This is an optimization exercise on Yosys and OpenROAD, whose aim is small area, a short achievable clock period and few clock cycles per item, not a production implementation.
RTL that was checked went through simulation tests only; none was proved equivalent to the original.
Power figures rest on the tool's default switching activity, not on a simulated workload.

// display_test_pattern_generator
module display_test_pattern_generator (
  input  wire logic                           clk,
  input  wire logic                           rst_n,
  input  wire logic                           cfg_we,
  input  wire logic [dtpg_pkg::CFG_IDX_W-1:0] cfg_index,
  input  wire logic [dtpg_pkg::CFG_DAT_W-1:0] cfg_wdata,
  input  wire logic                           in_tvalid,
  output logic                                in_tready,
  input  wire logic [7:0]                     in_tdata,    
  output logic                                out_tvalid,
  input  wire logic                           out_tready,
  output logic [63:0]                         out_tdata,
  output logic                                out_tlast    
);
For scale: ~1900 cells after synthesis, ~240 flip-flops, about 99 I/O pins.
clock: 7.5 ns
lec_check: 0
cap_margin: 20
core_margin: 2
core_utilization: 40
setup_slack_margin: 4.0
slew_margin: 20
tns_end_percent: 5
standard.sh (not shown) runs the stock make flow with config.mk's settings and CLKGATE_MAP_FILE= SYNTH_SCRIPT=/design/flow/synth_recipe.tcl, a recipe that flattens the netlist after the stock synthesis.
==> flow/flow/run.sh <==
#!/bin/bash
# Standard layout (standard synthesis unchanged), with the port buffers made from plain
# buffers instead of the delay cells buffer_ports picks by default.
set -e
export BUFFER_PORTS_ARGS="-buffer_cell sky130_fd_sc_hd__buf_2"
bash standard.sh > standard.log 2>&1
Testbench counts at the start, summed over its fixed seeds: cycles 30,016, items 29,696.
==> next run, changes <==
--- a/flow/flow/run.sh
+++ b/flow/flow/run.sh
@@ -5,2 +5,3 @@
 export BUFFER_PORTS_ARGS="-buffer_cell sky130_fd_sc_hd__buf_2"
+export CTS_ARGS="-sink_clustering_enable -repair_clock_nets -dont_use_dummy_load"
 bash standard.sh > standard.log 2>&1
--- a/flow/config.mk
+++ b/flow/config.mk
@@ -9,4 +9,5 @@
 export CORE_MARGIN = 2
-export CORE_UTILIZATION = 40
-export SETUP_SLACK_MARGIN = 4.0
+export CORE_UTILIZATION = 60
+export PLACE_DENSITY_LB_ADDON = 0.2
+export SETUP_SLACK_MARGIN = 4.2
 export SLEW_MARGIN = 20
The new run finished clean.
Via count climbs by a few percent.
Cell area hardly moves.
Routed wire length drops slightly.

========
Starting RTL as in the previous note.
==> flow/design.v (excerpt) <==
module display_test_pattern_generator (
  input  wire logic                           clk,
  input  wire logic                           rst_n,
  input  wire logic                           cfg_we,
  input  wire logic [dtpg_pkg::CFG_IDX_W-1:0] cfg_index,
  input  wire logic [dtpg_pkg::CFG_DAT_W-1:0] cfg_wdata,
  input  wire logic                           in_tvalid,
  output logic                                in_tready,
  input  wire logic [7:0]                     in_tdata,    
  output logic                                out_tvalid,
  input  wire logic                           out_tready,
  output logic [63:0]                         out_tdata,
  output logic                                out_tlast    
);
==> flow/config.mk <==
export PLATFORM = sky130hd
export DESIGN_NAME = display_test_pattern_generator
export DESIGN_NICKNAME = display_test_pattern_generator
export VERILOG_FILES = /design/flow/design.v
export SDC_FILE = /design/flow/constraint.sdc
export NUM_CORES = 4
export LEC_CHECK = 0
export CAP_MARGIN = 20
export CORE_MARGIN = 2
export CORE_UTILIZATION = 40
export SETUP_SLACK_MARGIN = 4.2
export SLEW_MARGIN = 20
export TNS_END_PERCENT = 5
==> flow/constraint.sdc <==
create_clock -name core_clock -period 7.5 [get_ports {clk}]
set_input_delay 1.5000 -clock core_clock [delete_from_list [all_inputs] [get_ports {clk}]]
set_output_delay 1.5000 -clock core_clock [all_outputs]
set_load 0.01 [all_outputs]
==> flow/flow/run.sh <==
#!/bin/bash
# Standard layout (standard synthesis unchanged), with the port buffers made from plain
# buffers instead of the delay cells buffer_ports picks by default.
set -e
export BUFFER_PORTS_ARGS="-buffer_cell sky130_fd_sc_hd__buf_2"
export CTS_ARGS="-sink_clustering_enable -repair_clock_nets -dont_use_dummy_load"
bash standard.sh > standard.log 2>&1
Testbench counts at the start, summed over its fixed seeds: cycles 30,016, items 29,696.
Edit:
--- a/flow/flow/run.sh
+++ b/flow/flow/run.sh
@@ -5,3 +5,2 @@
 export BUFFER_PORTS_ARGS="-buffer_cell sky130_fd_sc_hd__buf_2"
-export CTS_ARGS="-sink_clustering_enable -repair_clock_nets -dont_use_dummy_load"
 bash standard.sh > standard.log 2>&1
Result: Worst setup slack gets better by 0.0097 ns. Area after synthesis stays the same. Core utilization rises by 0.60 points. Count of clock-buffer cells in the layout rises by 18. Sequential power is about the same. Flip-flop and latch count does not change. Via count rises slightly. Wire length rises slightly.
Edit:
--- a/flow/flow/run.sh
+++ b/flow/flow/run.sh
@@ -5,2 +5,3 @@
 export BUFFER_PORTS_ARGS="-buffer_cell sky130_fd_sc_hd__buf_2"
+export CTS_ARGS="-sink_clustering_enable -repair_clock_nets -dont_use_dummy_load"
 bash standard.sh > standard.log 2>&1
--- a/flow/config.mk
+++ b/flow/config.mk
@@ -10,3 +10,3 @@
 export CORE_UTILIZATION = 40
-export SETUP_SLACK_MARGIN = 4.2
+export SETUP_SLACK_MARGIN = 4.4
 export SLEW_MARGIN = 20
After rerunning:
- The new run passed the timing, design-rule and antenna checks
- maximum frequency grows slightly
- cell area grows slightly
- core utilization grows by 0.32 points
- via count grows slightly
- synthesized cell count does not change
- power shrinks by a few percent
Edit:
==> flow/run.sh (new file) <==
#!/bin/bash
# synth_recipe.tcl (not shown) runs the flow's synth.tcl, then flattens the netlist and writes it again
# the make line also repeats each setting of config.mk as NAME=value (left out here)
make -C /OpenROAD-flow-scripts/flow DESIGN_CONFIG=/design/flow/config.mk WORK_HOME=/design/flow/orfs CLKGATE_MAP_FILE= SYNTH_SCRIPT=/design/flow/synth_recipe.tcl finish
--- a/flow/config.mk
+++ b/flow/config.mk
@@ -10,3 +10,3 @@
 export CORE_UTILIZATION = 40
-export SETUP_SLACK_MARGIN = 4.4
+export SETUP_SLACK_MARGIN = 4.6
 export SLEW_MARGIN = 20
removed: flow/flow/run.sh
removed: flow/standard.sh
=> The changed run ran to the end with no violations. Clock power increases by 24%. Area after synthesis does not change. Setup slack barely changes. Sequential power barely changes. Cell area rises by 6.4%. Clock-buffer cell count is higher by 8. Total power rose by 10%. Wire length goes up by 3.4%. Fmax barely changes.
Edit:
--- a/flow/config.mk
+++ b/flow/config.mk
@@ -10,3 +10,5 @@
 export CORE_UTILIZATION = 40
-export SETUP_SLACK_MARGIN = 4.6
+export CTS_BUF_LIST = sky130_fd_sc_hd__clkbuf_4 sky130_fd_sc_hd__clkbuf_8
+export CTS_CLUSTER_SIZE = 30
+export SETUP_SLACK_MARGIN = 4.2
 export SLEW_MARGIN = 20
Result: The new run finished with timing, DRC and antenna clean. Clock skew climbs by 0.019 ns. Sequential power stays flat. Final area drops by a few percent.
Edit:
==> flow/flow/run.sh (new file) <==
#!/bin/bash
# Standard layout (standard synthesis unchanged), with the port buffers made from plain
# buffers instead of the delay cells buffer_ports picks by default.
set -e
export BUFFER_PORTS_ARGS="-buffer_cell sky130_fd_sc_hd__buf_2"
export CTS_ARGS="-sink_clustering_enable -repair_clock_nets -dont_use_dummy_load"
bash standard.sh > standard.log 2>&1
==> flow/standard.sh (new file) <==
#!/bin/bash
# synth_recipe.tcl (not shown) runs the flow's synth.tcl, then flattens the netlist and writes it again
# the make line also repeats each setting of config.mk as NAME=value (left out here)
make -C /OpenROAD-flow-scripts/flow DESIGN_CONFIG=/design/flow/config.mk WORK_HOME=/design/flow/orfs CLKGATE_MAP_FILE= SYNTH_SCRIPT=/design/flow/synth_recipe.tcl "${@:-finish}"
--- a/flow/config.mk
+++ b/flow/config.mk
@@ -10,4 +10,3 @@
 export CORE_UTILIZATION = 40
-export CTS_BUF_LIST = sky130_fd_sc_hd__clkbuf_4 sky130_fd_sc_hd__clkbuf_8
-export CTS_CLUSTER_SIZE = 30
+export PLACE_DENSITY_LB_ADDON = 0.35
 export SETUP_SLACK_MARGIN = 4.2
removed: flow/run.sh
What happened: Hold slack got worse by 0.0092 ns; cell area shrinks by about 4.6%; combinational power shrinks by about 1%; setup slack improved by 0.020 ns; die area does not change; sequential cell count does not change; sequential power hardly moves; via count shrinks by 0.89%; core utilization shrinks by 2.3 points.

========
== rev 12 ==
display_test_pattern_generator, a different RTL version from the one above (not shown whole).
Size in the first run: about 2200 cells after synthesis, ~250 flip-flops, ~0.018 mm² of cells after synthesis.
Design display_test_pattern_generator, start of the top module:
module display_test_pattern_generator (
  input  wire logic                           clk,
  input  wire logic                           rst_n,
  input  wire logic                           cfg_we,
  input  wire logic [dtpg_pkg::CFG_IDX_W-1:0] cfg_index,
  input  wire logic [dtpg_pkg::CFG_DAT_W-1:0] cfg_wdata,
  input  wire logic                           in_tvalid,
  output logic                                in_tready,
  input  wire logic [7:0]                     in_tdata,    
  output logic                                out_tvalid,
  input  wire logic                           out_tready,
  output logic [63:0]                         out_tdata,
  output logic                                out_tlast    
);
export LEC_CHECK = 0
export ABC_CLOCK_PERIOD_IN_PS = 2800
export CAP_MARGIN = 20
export CORE_MARGIN = 2
export CORE_UTILIZATION = 40
export SETUP_SLACK_MARGIN = 4.6
export SLEW_MARGIN = 20
create_clock -name core_clock -period 7.5 [get_ports {clk}]
run.sh (not shown) runs the stock make flow with config.mk's settings and CLKGATE_MAP_FILE= SYNTH_SCRIPT=/design/flow/synth_recipe.tcl, a recipe that flattens the netlist after the stock synthesis.
Stock flow here: none of the scripts above is used.
Changes in rev 13 relative to rev 12:
# rev 12
export LEC_CHECK = 0
export ABC_CLOCK_PERIOD_IN_PS = 2800
export CAP_MARGIN = 20
export CORE_MARGIN = 2
export CORE_UTILIZATION = 40
export SETUP_SLACK_MARGIN = 4.6
export SLEW_MARGIN = 20
create_clock -name core_clock -period 7.5 [get_ports {clk}]
# rev 13
export LEC_CHECK = 0
export ABC_CLOCK_PERIOD_IN_PS = 3000
export CAP_MARGIN = 20
export CORE_MARGIN = 2
export CORE_UTILIZATION = 40
export SETUP_SLACK_MARGIN = 4.2
export SLEW_MARGIN = 20
create_clock -name core_clock -period 7.5 [get_ports {clk}]
The fraction of area in clock buffers and inverters was comparable across rev 12 and rev 13. Die area: rev 12 vs rev 13 identical. Delta (rev 13 minus rev 12): placeable core area held steady; non-clock buffer count fell 84.
No functional check of the RTL was part of any run of this note.

========
Another version of the RTL of display_test_pattern_generator (not shown whole).
Size in the first run: roughly 2000 cells after synthesis, roughly 250 flip-flops.
clock: 7.5 ns
lec_check: 0
cap_margin: 20
core_margin: 2
core_utilization: 40
setup_slack_margin: 4.2
slew_margin: 20
The baseline ran to the end with no violations.
Rerun with:
Settings changed: CORE_UTILIZATION 40 to 65, SETUP_SLACK_MARGIN 4.2 to 3.8.
Effect: Clock-buffer cell count goes down by 9; non-clock buffer count goes down by 98; routed wire length goes down by 11%; die area goes down by 38%; final area goes down by 9.3%; worst setup slack loses 230 ps; hold slack is about the same; critical path depth goes down by 2; combinational power goes down by 19%; global-route usage goes up by 11 points; flip-flop and latch count does not change.
Rerun with:
Settings changed: CORE_UTILIZATION 65 to 40, SETUP_SLACK_MARGIN 3.8 to 4.2, TNS_END_PERCENT set to 5.
After rerunning:
- synthesized cell count is unchanged
- sequential cell count stays the same
- count of clock-buffer cells in the layout rose by 4
- die area went up by 61%
- setup slack gets better by 180 ps
- via count falls by 1.5%
- global-route usage falls by 12 points
- sequential power stays flat
- final area grows by 5.1%
- fmax grows by 5.2%
- register-to-register slack improves by 160 ps
Rerun with:
Settings changed: SETUP_SLACK_MARGIN 4.2 to 3.8, TNS_END_PERCENT 5 to unset.
=>
- die area is unchanged
- first-iteration DRC count went down by 4.2%
- routed wire length went down by 3.0%
- fmax went down by 3.7%
- worst setup slack got worse by 130 ps
Function was not checked in any run of this note: the RTL went through the layout flow alone.

========
## v6
display_test_pattern_generator, a different RTL version from the one above (not shown whole).
For scale: ~2300 cells after synthesis, about 240 flip-flops, ~99 I/O pins, roughly 0.018 mm^2 of cells after synthesis.
Settings: LEC_CHECK=0, CAP_MARGIN=20, CORE_MARGIN=2, CORE_UTILIZATION=40, SLEW_MARGIN=20; clock period 7.5 ns.
v6 completed end to end with timing, DRC and antenna clean.
> inputs changed (v6 -> v7)
- ABC_CLOCK_PERIOD_IN_PS newly set to 3500
- SETUP_SLACK_MARGIN newly set to 3.5
==> results.txt <==
Lower switching power goes to v6 over v7.
v7 vs v6, combinational share of power went up by 1.0 points.
[v7 vs v6] critical path depth: higher in v7
In v7, smallest hold slack is higher than in v6.
Comparing total power for v6 and v7, the bigger number came from v7.
Function was not checked in any run of this note: the RTL went through the layout flow alone.

========
== v26 ==
RTL: one of the versions met above, not the one the previous note started from.
Size: about 1900 cells after synthesis, roughly 240 flip-flops, roughly 99 I/O pins.
==> flow/config.mk <==
export PLATFORM = sky130hd
export DESIGN_NAME = display_test_pattern_generator
export DESIGN_NICKNAME = display_test_pattern_generator
export VERILOG_FILES = /design/flow/design.v
export SDC_FILE = /design/flow/constraint.sdc
export NUM_CORES = 4
export LEC_CHECK = 0
export CAP_MARGIN = 20
export CORE_MARGIN = 2
export CORE_UTILIZATION = 40
export PLACE_DENSITY_LB_ADDON = 0.2
export SETUP_SLACK_MARGIN = 4.2
export SLEW_MARGIN = 20
export TNS_END_PERCENT = 5
==> flow/constraint.sdc <==
create_clock -name core_clock -period 7.5 [get_ports {clk}]
set_input_delay 1.5000 -clock core_clock [delete_from_list [all_inputs] [get_ports {clk}]]
set_output_delay 1.5000 -clock core_clock [all_outputs]
set_load 0.01 [all_outputs]
standard.sh (not shown) runs the stock make flow with config.mk's settings and CLKGATE_MAP_FILE= SYNTH_SCRIPT=/design/flow/synth_recipe.tcl, a recipe that flattens the netlist after the stock synthesis.
==> flow/flow/run.sh <==
#!/bin/bash
# Standard layout (standard synthesis unchanged), with the port buffers made from plain
# buffers instead of the delay cells buffer_ports picks by default.
set -e
export BUFFER_PORTS_ARGS="-buffer_cell sky130_fd_sc_hd__buf_2"
export CTS_ARGS="-sink_clustering_enable -repair_clock_nets -dont_use_dummy_load"
bash standard.sh > standard.log 2>&1
Every stage of the flow completed for v26, and the final layout passed the timing, design-rule and antenna checks.
Testbench counts of v26, summed over its fixed seeds: cycles 30,016, items 29,696.
Changes in v49 relative to v26:
# v26
export LEC_CHECK = 0
export CAP_MARGIN = 20
export CORE_MARGIN = 2
export CORE_UTILIZATION = 40
export PLACE_DENSITY_LB_ADDON = 0.2
export SETUP_SLACK_MARGIN = 4.2
export SLEW_MARGIN = 20
export TNS_END_PERCENT = 5
create_clock -name core_clock -period 7.5 [get_ports {clk}]
# v49
export LEC_CHECK = 0
export CAP_MARGIN = 20
export CORE_MARGIN = 2
export CORE_UTILIZATION = 60
export SETUP_SLACK_MARGIN = 4.2
export SLEW_MARGIN = 20
export TNS_END_PERCENT = 5
create_clock -name core_clock -period 7.5 [get_ports {clk}]
Findings:
- Between v49 and v26, the difference in minimum hold slack is negligible.
- Against v26 as the reference, v49 delivers a higher count of buffers not belonging to the clock network in the layout.
- On flip-flop and latch share of the layout cell area, v49 tracks v26 almost exactly.
- Going from v26 to v49, part of the cycle the worst path needs picked up an extra 0.21 points; area growth from synthesis to final layout lost 0.52 points; wire length of the first global-routing pass lost 6.3%; detailed-routing iteration count for the pre-antenna-repair pass picked up an extra 3; fmax lost about 0.5%.
- Compare v49 and v26 | total non-filler cell area in the finished layout lower: v49
What v51 does differently from v49 at the input level:
# v49
export LEC_CHECK = 0
export CAP_MARGIN = 20
export CORE_MARGIN = 2
export CORE_UTILIZATION = 60
export SETUP_SLACK_MARGIN = 4.2
export SLEW_MARGIN = 20
export TNS_END_PERCENT = 5
create_clock -name core_clock -period 7.5 [get_ports {clk}]
# v51
export LEC_CHECK = 0
export CAP_MARGIN = 20
export CORE_MARGIN = 2
export CORE_UTILIZATION = 40
export SETUP_SLACK_MARGIN = 4.2
export SLEW_MARGIN = 20
export TNS_END_PERCENT = 5
create_clock -name core_clock -period 7.5 [get_ports {clk}]
==> flow/run.sh (new file) <==
#!/bin/bash
# synth_recipe.tcl (not shown) runs the flow's synth.tcl, then flattens the netlist and writes it again
# the make line also repeats each setting of config.mk as NAME=value (left out here)
make -C /OpenROAD-flow-scripts/flow DESIGN_CONFIG=/design/flow/config.mk WORK_HOME=/design/flow/orfs CLKGATE_MAP_FILE= SYNTH_SCRIPT=/design/flow/synth_recipe.tcl finish
removed: flow/flow/run.sh
removed: flow/standard.sh
Findings:
- Compared with v49, placeable core region in v51 increased by more than half.
- From v49 to v51 the numbers moved as follows: final setup slack of the worst path held steady; hold slack now larger.

afterwards: timing with drivers on the ports:
The flow's constraints put no driver on any port. The routed layouts listed below were extracted and timed again, unchanged, in two steps. Step 1: set_driving_cell puts a clkbuf_16 on clk and a buf_2 on each other input, an assumption about the parent block. Step 2, shift: input delay + t, output delay - t, t = (earliest + latest rising clock arrival at the registers) / 2. This alone moves slack from input paths to output paths. Slacks: no drivers / after step 1 / after step 2; pairs: no drivers / after step 1.
| run | shift t [ns] | setup WS [ns] | latest minus earliest clock arrival (ns) | worst register clock-pin slew, ns | worst data-port slew with drivers (ns) |
|---|---|---|---|---|---|
| the first run of note 1 | 0.625 | 3.949 / 3.891 / 3.470 | 0.022 / 0.022 | 0.06 / 0.06 | 0.04 |
| the second run of note 1 | 0.588 | 4.116 / 4.066 / 3.611 | 0.022 / 0.022 | 0.06 / 0.06 | 0.05 |
| the first run of note 2 | 0.614 | 4.108 / 4.052 / 3.547 | 0.047 / 0.048 | 0.06 / 0.06 | 0.04 |
| the second run of note 2 | 0.626 | 4.117 / 4.063 / 3.526 | 0.029 / 0.030 | 0.06 / 0.06 | 0.04 |
| the third run of note 2 | 0.601 | 4.151 / 4.098 / 3.594 | 0.049 / 0.049 | 0.06 / 0.06 | 0.04 |
| the fourth run of note 2 | 0.616 | 4.152 / 4.112 / 3.589 | 0.015 / 0.014 | 0.07 / 0.07 | 0.05 |
| the fifth run of note 2 | 0.649 | 4.109 / 4.058 / 3.528 | 0.034 / 0.035 | 0.07 / 0.07 | 0.04 |
| the sixth run of note 2 | 0.593 | 4.128 / 4.073 / 3.589 | 0.052 / 0.052 | 0.07 / 0.07 | 0.06 |
| rev 12 | 0.639 | 3.559 / 3.559 / 3.244 | 0.016 / 0.016 | 0.07 / 0.07 | 0.06 |
| rev 13 | 0.651 | 3.612 / 3.612 / 3.193 | 0.018 / 0.018 | 0.07 / 0.07 | 0.05 |
| the first run of note 4 | 0.593 | 4.081 / 4.023 / 3.655 | 0.030 / 0.029 | 0.06 / 0.06 | 0.04 |
| the second run of note 4 | 0.607 | 3.846 / 3.792 / 3.299 | 0.021 / 0.021 | 0.07 / 0.07 | 0.07 |
| the third run of note 4 | 0.625 | 4.028 / 3.986 / 3.434 | 0.031 / 0.031 | 0.06 / 0.06 | 0.04 |
| the fourth run of note 4 | 0.629 | 3.894 / 3.854 / 3.291 | 0.013 / 0.013 | 0.06 / 0.06 | 0.04 |
| v6 | 0.621 | 2.236 / 2.236 / 2.223 | 0.018 / 0.017 | 0.06 / 0.06 | 0.05 |
| v7 | 0.633 | 3.509 / 3.509 / 3.034 | 0.040 / 0.039 | 0.07 / 0.07 | 0.05 |
| v26 | 0.602 | 4.125 / 4.070 / 3.642 | 0.042 / 0.042 | 0.06 / 0.06 | 0.07 |
| v49 | 0.588 | 4.108 / 4.058 / 3.648 | 0.056 / 0.056 | 0.06 / 0.06 | 0.05 |
| v51 | 0.619 | 4.111 / 4.054 / 3.560 | 0.019 / 0.019 | 0.06 / 0.06 | 0.04 |
After both steps setup and hold are still met in every run listed. For the fourth run of note 4, which loses most, drivers alone change the setup slack by -0.040 ns; drivers and shift together by -0.603 ns.
